This design comes from an exercise in tuning for small area and a short achievable clock period on the open sky130 flow, not from production work.
In this exercise RTL edits were held to simulation tests only and were not proved equivalent to the original.

==> flow/run.sh <==
#!/bin/bash
# synth_recipe.tcl (not shown) runs the flow's synth.tcl, then flattens the netlist and writes it again
# the make line also repeats each setting of config.mk as NAME=value (left out here)
make -C /OpenROAD-flow-scripts/flow DESIGN_CONFIG=/design/flow/config.mk WORK_HOME=/design/flow/orfs CLKGATE_MAP_FILE= SYNTH_SCRIPT=/design/flow/synth_recipe.tcl finish
==> flow/config.mk <==
export PLATFORM = sky130hd
export DESIGN_NAME = slave_clock_hand_positioner
export DESIGN_NICKNAME = slave_clock_hand_positioner
export VERILOG_FILES = /design/flow/design.v
export SDC_FILE = /design/flow/constraint.sdc
export NUM_CORES = 4
export LEC_CHECK = 0
export CAP_MARGIN = 20
export CORE_MARGIN = 2
export CORE_UTILIZATION = 40
export SLEW_MARGIN = 20
==> flow/constraint.sdc <==
create_clock -name core_clock -period 18.0 [get_ports {clk}]
set_input_delay 3.6000 -clock core_clock [delete_from_list [all_inputs] [get_ports {clk}]]
set_output_delay 3.6000 -clock core_clock [all_outputs]
set_load 0.01 [all_outputs]
==> flow/design.v <==
package schp_pkg;
	localparam int HourW    = 4;
	localparam int MinW     = 6;
	localparam int RtcHourW = 5;
	localparam int StepW    = 10;
	localparam int MsW      = 16;
	localparam int CfgIdxW  = 2;
	localparam int DialW    = 11;
	localparam int DialMin  = 60;
	localparam int DialSpan = 720;
	localparam int MsPerMin = 60000;
	localparam int WaitW    = 26;
	localparam int RunW     = 27;
	localparam logic [MsW-1:0]   PulseMsRst      = 16'd4000;
	localparam logic [MsW-1:0]   AfterPulseMsRst = 16'd0;
	localparam logic [HourW-1:0] HourRst         = 4'd12;
	typedef enum logic [CfgIdxW-1:0] {
		CFG_PULSE_MS       = 2'd0,
		CFG_AFTER_PULSE_MS = 2'd1,
		CFG_MOTOR_BLOCK    = 2'd2
	} cfg_idx_t;
	typedef enum logic [2:0] {
		OP_MOVE  = 3'd0,
		OP_STEP  = 3'd1,
		OP_RTC   = 3'd2,
		OP_STOP  = 3'd3,
		OP_START = 3'd4
	} op_t;
	localparam logic [1:0] MODE_READY = 2'd0;
	localparam logic [1:0] MODE_WAIT  = 2'd1;
	localparam logic [1:0] MODE_MOVE  = 2'd2;
	localparam logic [1:0] MODE_STOP  = 2'd3;
	typedef enum logic [3:0] {
		ST_READY = 4'b0001,
		ST_WAIT  = 4'b0010,
		ST_MOVE  = 4'b0100,
		ST_STOP  = 4'b1000
	} mode_st_t;
	typedef struct packed {
		logic [MsW-1:0] pulse_ms;
		logic [MsW-1:0] after_pulse_ms;
		logic           motor_block;
	} cfg_t;
	typedef struct packed {
		logic [HourW-1:0] hours;
		logic [MinW-1:0]  minutes;
	} dial_t;
	typedef struct packed {
		logic [StepW-1:0] fwd;
		logic             at_target;
		logic             wait_rtc;
	} plan_t;
	typedef struct packed {
		logic [2:0]          op;
		logic [HourW-1:0]    target_hours;
		logic [MinW-1:0]     target_minutes;
		logic [RtcHourW-1:0] rtc_hours;
		logic [MinW-1:0]     rtc_minutes;
	} in_item_t;
	typedef struct packed {
		logic [1:0]       mode;
		logic             pulse_a;
		logic             pulse_b;
		logic [HourW-1:0] dial_hours;
		logic [MinW-1:0]  dial_minutes;
		logic             pulse_polarity;
		logic [StepW-1:0] steps_left;
		logic             move_done;
	} res_t;
	function automatic logic [1:0] mode_code(mode_st_t st);
		logic [1:0] code;
		case (st)
			schp_pkg::ST_READY: code = schp_pkg::MODE_READY;
			schp_pkg::ST_WAIT:  code = schp_pkg::MODE_WAIT;
			schp_pkg::ST_MOVE:  code = schp_pkg::MODE_MOVE;
			schp_pkg::ST_STOP:  code = schp_pkg::MODE_STOP;
			default:  code = schp_pkg::MODE_READY;
		endcase
		mode_code = code;
	endfunction
endpackage
module schp_cfg_regs (
	input  logic                          clk,
	input  logic                          arst_n,
	input  logic                          wr_en,
	input  logic [schp_pkg::CfgIdxW-1:0]  wr_index,
	input  logic [schp_pkg::MsW-1:0]      wr_data,
	output schp_pkg::cfg_t                cfg
);
	schp_pkg::cfg_t cfg_q;
	always_ff @(posedge clk or negedge arst_n) begin
		if (!arst_n) begin
			cfg_q.pulse_ms       <= schp_pkg::PulseMsRst;
			cfg_q.after_pulse_ms <= schp_pkg::AfterPulseMsRst;
			cfg_q.motor_block    <= 1'b0;
		end else if (wr_en) begin
			case (wr_index)
				schp_pkg::CFG_PULSE_MS:       cfg_q.pulse_ms       <= wr_data;
				schp_pkg::CFG_AFTER_PULSE_MS: cfg_q.after_pulse_ms <= wr_data;
				schp_pkg::CFG_MOTOR_BLOCK:    cfg_q.motor_block    <= wr_data[0];
				default: ;
			endcase
		end
	end
	assign cfg = cfg_q;
endmodule
module schp_move_plan (
	input  schp_pkg::dial_t                  dial,
	input  logic [schp_pkg::HourW-1:0]       target_hours,
	input  logic [schp_pkg::MinW-1:0]        target_minutes,
	input  schp_pkg::cfg_t                   cfg,
	output schp_pkg::plan_t                  plan
);
	localparam logic [schp_pkg::DialW-1:0] Min  = schp_pkg::DialW'(schp_pkg::DialMin);
	localparam logic [schp_pkg::DialW-1:0] Span = schp_pkg::DialW'(schp_pkg::DialSpan);
	logic [schp_pkg::DialW-1:0] cur_raw, end_raw, cur, tgt, fwd_raw, back_raw;
	logic [schp_pkg::StepW-1:0] fwd, back;
	logic [schp_pkg::MsW:0]     per_step_ms;
	logic [schp_pkg::WaitW-1:0] wait_ms;
	logic [schp_pkg::RunW-1:0]  run_ms;
	always_comb begin
		cur_raw = schp_pkg::DialW'(dial.hours) * Min + schp_pkg::DialW'(dial.minutes);
		end_raw = schp_pkg::DialW'(target_hours) * Min + schp_pkg::DialW'(target_minutes);
		cur     = (cur_raw >= Span) ? cur_raw - Span : cur_raw;
		tgt     = (end_raw >= Span) ? end_raw - Span : end_raw;
	end
	always_comb begin
		fwd_raw  = tgt + Span - cur;
		back_raw = cur + Span - tgt;
		fwd      = schp_pkg::StepW'((fwd_raw >= Span) ? fwd_raw - Span : fwd_raw);
		back     = schp_pkg::StepW'((back_raw >= Span) ? back_raw - Span : back_raw);
	end
	always_comb begin
		per_step_ms = {1'b0, cfg.pulse_ms} + {1'b0, cfg.after_pulse_ms};
		wait_ms     = schp_pkg::WaitW'(back) * schp_pkg::WaitW'(schp_pkg::MsPerMin);
		run_ms      = schp_pkg::RunW'(fwd) * schp_pkg::RunW'(per_step_ms);
	end
	assign plan.fwd       = fwd;
	assign plan.at_target = (fwd == '0);
	assign plan.wait_rtc  = ({1'b0, wait_ms} <= run_ms);
endmodule
module schp_core (
	input  logic                clk,
	input  logic                arst_n,
	input  logic                accept,
	input  schp_pkg::in_item_t  item,
	input  schp_pkg::cfg_t      cfg,
	output schp_pkg::res_t      res
);
	schp_pkg::mode_st_t         mode_q, mode_d;
	schp_pkg::dial_t            dial_q, dial_d;
	logic                       pol_q, pol_d;
	logic [schp_pkg::StepW-1:0] rem_q, rem_d;
	logic                       pa, pb, done;
	schp_pkg::plan_t            plan;
	logic [schp_pkg::RtcHourW-1:0] rtc_h12;
	schp_move_plan u_plan (
		.dial           (dial_q),
		.target_hours   (item.target_hours),
		.target_minutes (item.target_minutes),
		.cfg            (cfg),
		.plan           (plan)
	);
	always_comb begin
		if (item.rtc_hours == '0)
			rtc_h12 = schp_pkg::RtcHourW'(12);
		else if (item.rtc_hours > schp_pkg::RtcHourW'(12))
			rtc_h12 = item.rtc_hours - schp_pkg::RtcHourW'(12);
		else
			rtc_h12 = item.rtc_hours;
	end
	always_comb begin
		mode_d = mode_q;
		dial_d = dial_q;
		pol_d  = pol_q;
		rem_d  = rem_q;
		pa     = 1'b0;
		pb     = 1'b0;
		done   = 1'b0;
		case (item.op)
			schp_pkg::OP_MOVE: begin
				if (mode_q == schp_pkg::ST_READY) begin
					if (plan.at_target) begin
						done = 1'b1;
					end else if (plan.wait_rtc) begin
						mode_d = schp_pkg::ST_WAIT;
						rem_d  = '0;
					end else begin
						mode_d = schp_pkg::ST_MOVE;
						rem_d  = plan.fwd;
					end
				end
			end
			schp_pkg::OP_STEP: begin
				if (mode_q == schp_pkg::ST_MOVE) begin
					if (!cfg.motor_block) begin
						pa    = pol_q;
						pb    = !pol_q;
						pol_d = !pol_q;
					end
					if (dial_q.minutes == schp_pkg::MinW'(59)) begin
						dial_d.minutes = '0;
						dial_d.hours   = (dial_q.hours >= schp_pkg::HourW'(12)) ?
							schp_pkg::HourW'(1) : dial_q.hours + schp_pkg::HourW'(1);
					end else begin
						dial_d.minutes = dial_q.minutes + schp_pkg::MinW'(1);
					end
					if (rem_q != '0)
						rem_d = rem_q - schp_pkg::StepW'(1);
					if (rem_d == '0) begin
						mode_d = schp_pkg::ST_READY;
						done   = 1'b1;
					end
				end
			end
			schp_pkg::OP_RTC: begin
				if (mode_q == schp_pkg::ST_WAIT &&
				    rtc_h12 == {1'b0, dial_q.hours} && item.rtc_minutes == dial_q.minutes) begin
					mode_d = schp_pkg::ST_READY;
					done   = 1'b1;
				end
			end
			schp_pkg::OP_STOP: begin
				mode_d = schp_pkg::ST_STOP;
				rem_d  = '0;
			end
			schp_pkg::OP_START: begin
				if (mode_q == schp_pkg::ST_STOP)
					mode_d = schp_pkg::ST_READY;
			end
			default: ;
		endcase
	end
	always_ff @(posedge clk or negedge arst_n) begin
		if (!arst_n) begin
			mode_q         <= schp_pkg::ST_READY;
			dial_q.hours   <= schp_pkg::HourRst;
			dial_q.minutes <= '0;
			pol_q          <= 1'b0;
			rem_q          <= '0;
		end else if (accept) begin
			mode_q <= mode_d;
			dial_q <= dial_d;
			pol_q  <= pol_d;
			rem_q  <= rem_d;
		end
	end
	always_comb begin
		res.mode           = schp_pkg::mode_code(mode_d);
		res.pulse_a        = pa;
		res.pulse_b        = pb;
		res.dial_hours     = dial_d.hours;
		res.dial_minutes   = dial_d.minutes;
		res.pulse_polarity = pol_d;
		res.steps_left     = rem_d;
		res.move_done      = done;
	end
endmodule
module slave_clock_hand_positioner (
	input  logic                         clk,
	input  logic                         arst_n,
	input  logic                         s_axis_tvalid,
	output logic                         s_axis_tready,
	input  logic [23:0]                  s_axis_tdata,
	input  logic [2:0]                   s_axis_tuser,
	output logic                         m_axis_tvalid,
	input  logic                         m_axis_tready,
	output logic [31:0]                  m_axis_tdata,
	input  logic                         cfg_valid,
	output logic                         cfg_ready,
	input  logic [schp_pkg::CfgIdxW-1:0] cfg_index,
	input  logic [schp_pkg::MsW-1:0]     cfg_data
);
	schp_pkg::cfg_t     cfg;
	schp_pkg::in_item_t item;
	schp_pkg::res_t     res, res_q;
	logic               out_valid_q;
	logic               in_accept;
	assign cfg_ready = 1'b1;
	schp_cfg_regs u_cfg (
		.clk      (clk),
		.arst_n   (arst_n),
		.wr_en    (cfg_valid),
		.wr_index (cfg_index),
		.wr_data  (cfg_data),
		.cfg      (cfg)
	);
	always_comb begin
		item.op             = s_axis_tuser;
		item.target_hours   = s_axis_tdata[3:0];
		item.target_minutes = s_axis_tdata[9:4];
		item.rtc_hours      = s_axis_tdata[14:10];
		item.rtc_minutes    = s_axis_tdata[20:15];
	end
	assign s_axis_tready = !out_valid_q || m_axis_tready;
	assign in_accept     = s_axis_tvalid && s_axis_tready;
	schp_core u_core (
		.clk    (clk),
		.arst_n (arst_n),
		.accept (in_accept),
		.item   (item),
		.cfg    (cfg),
		.res    (res)
	);
	always_ff @(posedge clk or negedge arst_n) begin
		if (!arst_n)
			out_valid_q <= 1'b0;
		else if (s_axis_tready)
			out_valid_q <= s_axis_tvalid;
	end
	always_ff @(posedge clk) begin
		if (in_accept)
			res_q <= res;
	end
	assign m_axis_tvalid = out_valid_q;
	assign m_axis_tdata  = {6'd0, res_q.move_done, res_q.steps_left, res_q.pulse_polarity,
	                        res_q.dial_minutes, res_q.dial_hours, res_q.pulse_b,
	                        res_q.pulse_a, res_q.mode};
endmodule
==> summary.txt <==
outcome finished clean; Final Max Slew Viols 0; Num CTS Buffers 9; FF-to-FF End u_core.rem_q[1]; Die Ht 208 µm; final net count 2519; clock latency on the worst-skew pair ~370 ps; post-synthesis sequential area ratio 13.6%; first-pass GRT wire length approximately 67000 µm; cell count after synthesis approximately 1900; Port Buffers 74; antenna fix cells 0; Post-Synth Adder-Cell Area between 30% and 40%; Clock Sinks 85; core area ~40000 µm²; total die area between 40000 and 50000 µm²; synthesized area per cell a little under 9 µm²; achievable clock frequency 57.9 MHz; Hold Crit Start u_cfg.cfg_q[8]; Max-cap violations 0; Slew headroom 29.8%; dpl hpwl about 34000 µm; antenna violation net count after detailed routing 0; num rows between 70 and 80; Post-synth ARST share slightly below 70%; worst-path fanout max 10; reg2reg start u_core.dial_q[8]; Setup violations, final 0; CP Launch Type primary input; Critical-path top delay cell fa_1; synthesis-to-layout area growth 16.3%; vias per cell ~5.2; Least-Margin Pin Slew around 1000 ps; number of synthesized flops with an enable pin 26; post-synth cell types 98; CTS clk-pin slew, worst paths ~60 ps; Compound-Gate Fraction of Synth Area roughly 14%; Synth Register Bits 85; Total GRT Usage 18.8%; initial detailed-routing violation count between 700 and 800; clock skew about 7 ps; WP data arrival about 18000 ps; crit end category flop; via count 13600; Hold Vio Cnt, Final 0; WP data required roughly 18000 ps; hold depth 1; H-tree Lvls 3; reg2reg path depth 66; Die W around 210 µm; drt wl/cell roughly 16 µm; vias in the first global route ~14000; DRT Wirelength a little over 40000 µm; CP max stage delay approximately 560 ps; mux contribution to synthesized area roughly 3.4%; largest family of logic cells by synthesized area adder cells; fin crit period approximately 17000 ps; post-place setup slack -476 ps; layout cells sized above 1 between 10% and 20%; initial antenna violation count 0; Synth Area in Simple Gates between 10% and 20%; worst setup path class primary input to flop; iteration count of the initial detailed-routing pass 5; GRT Residual Overflow 0; setup tns final 0 ps; post-synthesis xor/xnor area fraction approximately 7.9%; Placer Congestion 0.888; Post-synth top flop dfrtp_1; period utilisation layout a little over nine tenths; Mapped Area 16700 µm²; reg-to-reg slack, setup roughly 2100 ps; largest net degree at the start of global routing 60; clock tree buffer depth 2; Ys Warns 4; initial core utilization roughly 41%; HP Class flop to flop; CTS tree yes; drt drc 0; # IOs 85; final worst-path setup slack about 700 ps; hold path endpoint u_cfg.cfg_q[8]; Root Buffer Master clkbuf_16
## cell families (layout without fill, tap and decap cells)
group                      Yosys count  after routing
AOI/OAI and AO/OA                  323            323
DFF                                 85             85
muxes                               51             51
adders and majority gates          417            417
buffers and inverters              329            506
other                                2              7
and+or+nand+nor                    528            528
xor gates and xnor gates           146            146
## layer usage
layer | vias to the layer above | global-route usage, % | routed length, µm
met5 | - | 0 | 0
met4 | 0 | 3.67 | 485
met3 | 34 | 2.55 | 1360
met2 | 211 | 32.7 | 19800
met1 | 6701 | 25.1 | 18600
li1 | 6663 | - | -
## cells in the final DEF, fill, tap and decap left out, types with 10 or more instances in the layout
| master | netlist | layout |
|---|---|---|
| a21oi_1 | 77 | 71 |
| or3_1 | 12 | 11 |
| nand2_1 | 129 | 128 |
| inv_1 | 282 | 282 |
| mux2_2 | 43 | 42 |
| fa_1 | 164 | 164 |
| o21ai_0 | 49 | 47 |
| a211oi_1 | 12 | 10 |
| a21o_1 | 33 | 33 |
| o21ai_1 | 12 | 13 |
| clkdlybuf4s50_1 | 0 | 70 |
| buf_4 | 7 | 130 |
| o31ai_1 | 11 | 11 |
| nand2b_1 | 43 | 43 |
| dfrtp_1 | 50 | 50 |
| nand4_1 | 12 | 12 |
| or2_2 | 13 | 13 |
| edfxtp_1 | 26 | 26 |
| o21bai_1 | 17 | 17 |
| xnor2_1 | 101 | 101 |
| nor3_1 | 32 | 30 |
| xor2_1 | 42 | 42 |
| nand3_1 | 29 | 28 |
| nor2_1 | 170 | 165 |
| nor2b_1 | 26 | 25 |
| o21a_1 | 10 | 10 |
| and2_1 | 17 | 17 |
| ha_1 | 247 | 244 |
## stage by stage
step | util (%) | std cells | hold slack, ps | area (µm²)
6_report | 47.4 | 2595 | 514 | 19400
5_1_grt | 47.4 | 2595 | 536 | 19400
4_1_cts | 46.9 | 2591 | 519 | 19200
3_5_place_dp | 46.0 | 2575 | 505 | 18900
3_3_place_gp | 46.0 | 2575 | 495 | 18900
2_1_floorplan | - | 1886 | 485 | 16700
## sequential cells by signal, indices dropped and copies added (netlist names)
signal and count:
u_cfg.cfg_q 33, u_core.rem_q 10, u_core.dial_q 10, u_core.mode_q 4, out_valid_q 1, res_q 26
u_core.pol_q 1
## area by class of cell
type / count / area, µm²
Clock inverter: 7 / 96.3
Clock buffer: 9 / 225
Fill cell: 3952 / 21600
Inverter: 285 / 1070
Sequential cell: 85 / 2270
Tap cell: 532 / 666
Timing Repair Buffer: 205 / 1740
Multi-Input combinational cell: 1472 / 13400
## what timing repair did
item                       4_1_cts  5_1_grt
buffers inserted                 0        4
setup endpoints to repair       20       24
resized for setup                4       39
pin swaps                        0       26
hold buffers                     0        0
## worst max path at each step
stage                    startpoint              end  slack, ps
CTS                 s_axis_tdata[0]  u_core.rem_q[1]         40
detailed placement  s_axis_tdata[0]         res_q[2]       -480
global placement    s_axis_tdata[0]         res_q[2]       -310
finish              s_axis_tdata[0]  u_core.rem_q[1]        710
global route        s_axis_tdata[0]  u_core.rem_q[1]        -50
floorplan           s_axis_tdata[0]  u_core.rem_q[3]        730
## synthesized netlist by cell type, types with 10 or more instances
master | count | area (µm²)
inv_1 | 282 | 1060
ha_1 | 247 | 3090
nor2_1 | 170 | 638
fa_1 | 164 | 3280
nand2_1 | 129 | 484
xnor2_1 | 101 | 885
a21oi_1 | 77 | 385
dfrtp_1 | 50 | 1250
o21ai_0 | 49 | 245
mux2_2 | 43 | 484
nand2b_1 | 43 | 269
xor2_1 | 42 | 368
a21o_1 | 33 | 248
clkbuf_1 | 33 | 124
nor3_1 | 32 | 160
nand3_1 | 29 | 145
edfxtp_1 | 26 | 781
nor2b_1 | 26 | 163
and2_1 | 17 | 106
o21bai_1 | 17 | 128
or2_2 | 13 | 81.3
a211oi_1 | 12 | 90.1
nand4_1 | 12 | 75.1
o21ai_1 | 12 | 60.1
or3_1 | 12 | 75.1
o31ai_1 | 11 | 82.6
a31oi_1 | 10 | 62.6
o21a_1 | 10 | 75.1
## worst max-delay path: cells and delay by family
kind	cells	cell delay (ps)
and+or+nand+nor	12	1880
AOI/OAI and AO/OA	18	3360
buffers and inverters	16	1840
xor gates and xnor gates	6	1380
adders and majority gates	13	5270
muxes	1	200

-- separate check: timing with driven ports --
Ports are ideal in the flow. The routed layout listed here was re-timed in OpenROAD. Step 1: set_driving_cell puts a clkbuf_16 on clk and a buf_2 on each other input, an assumption about the parent block. Step 2 adds t to the input delays and takes it off the output delays; t is the mean of the earliest and latest rising clock arrival at the registers after step 1. Input paths then give back, and output paths get back, about the clock's delay inside the block. Three values: ideal, step 1, step 2; two values: the first two.
t, ns: 0.412
setup WS [ns]: 0.715 / 0.747 / 0.335
clock arrival spread, ns: 0.009 / 0.009
worst data-port slew with drivers (ns): 0.06
pins driven straight from the clock port: 1
After both steps this run still meets setup and hold. For this run, drivers alone change the setup slack by +0.032 ns; drivers and shift together by -0.380 ns.
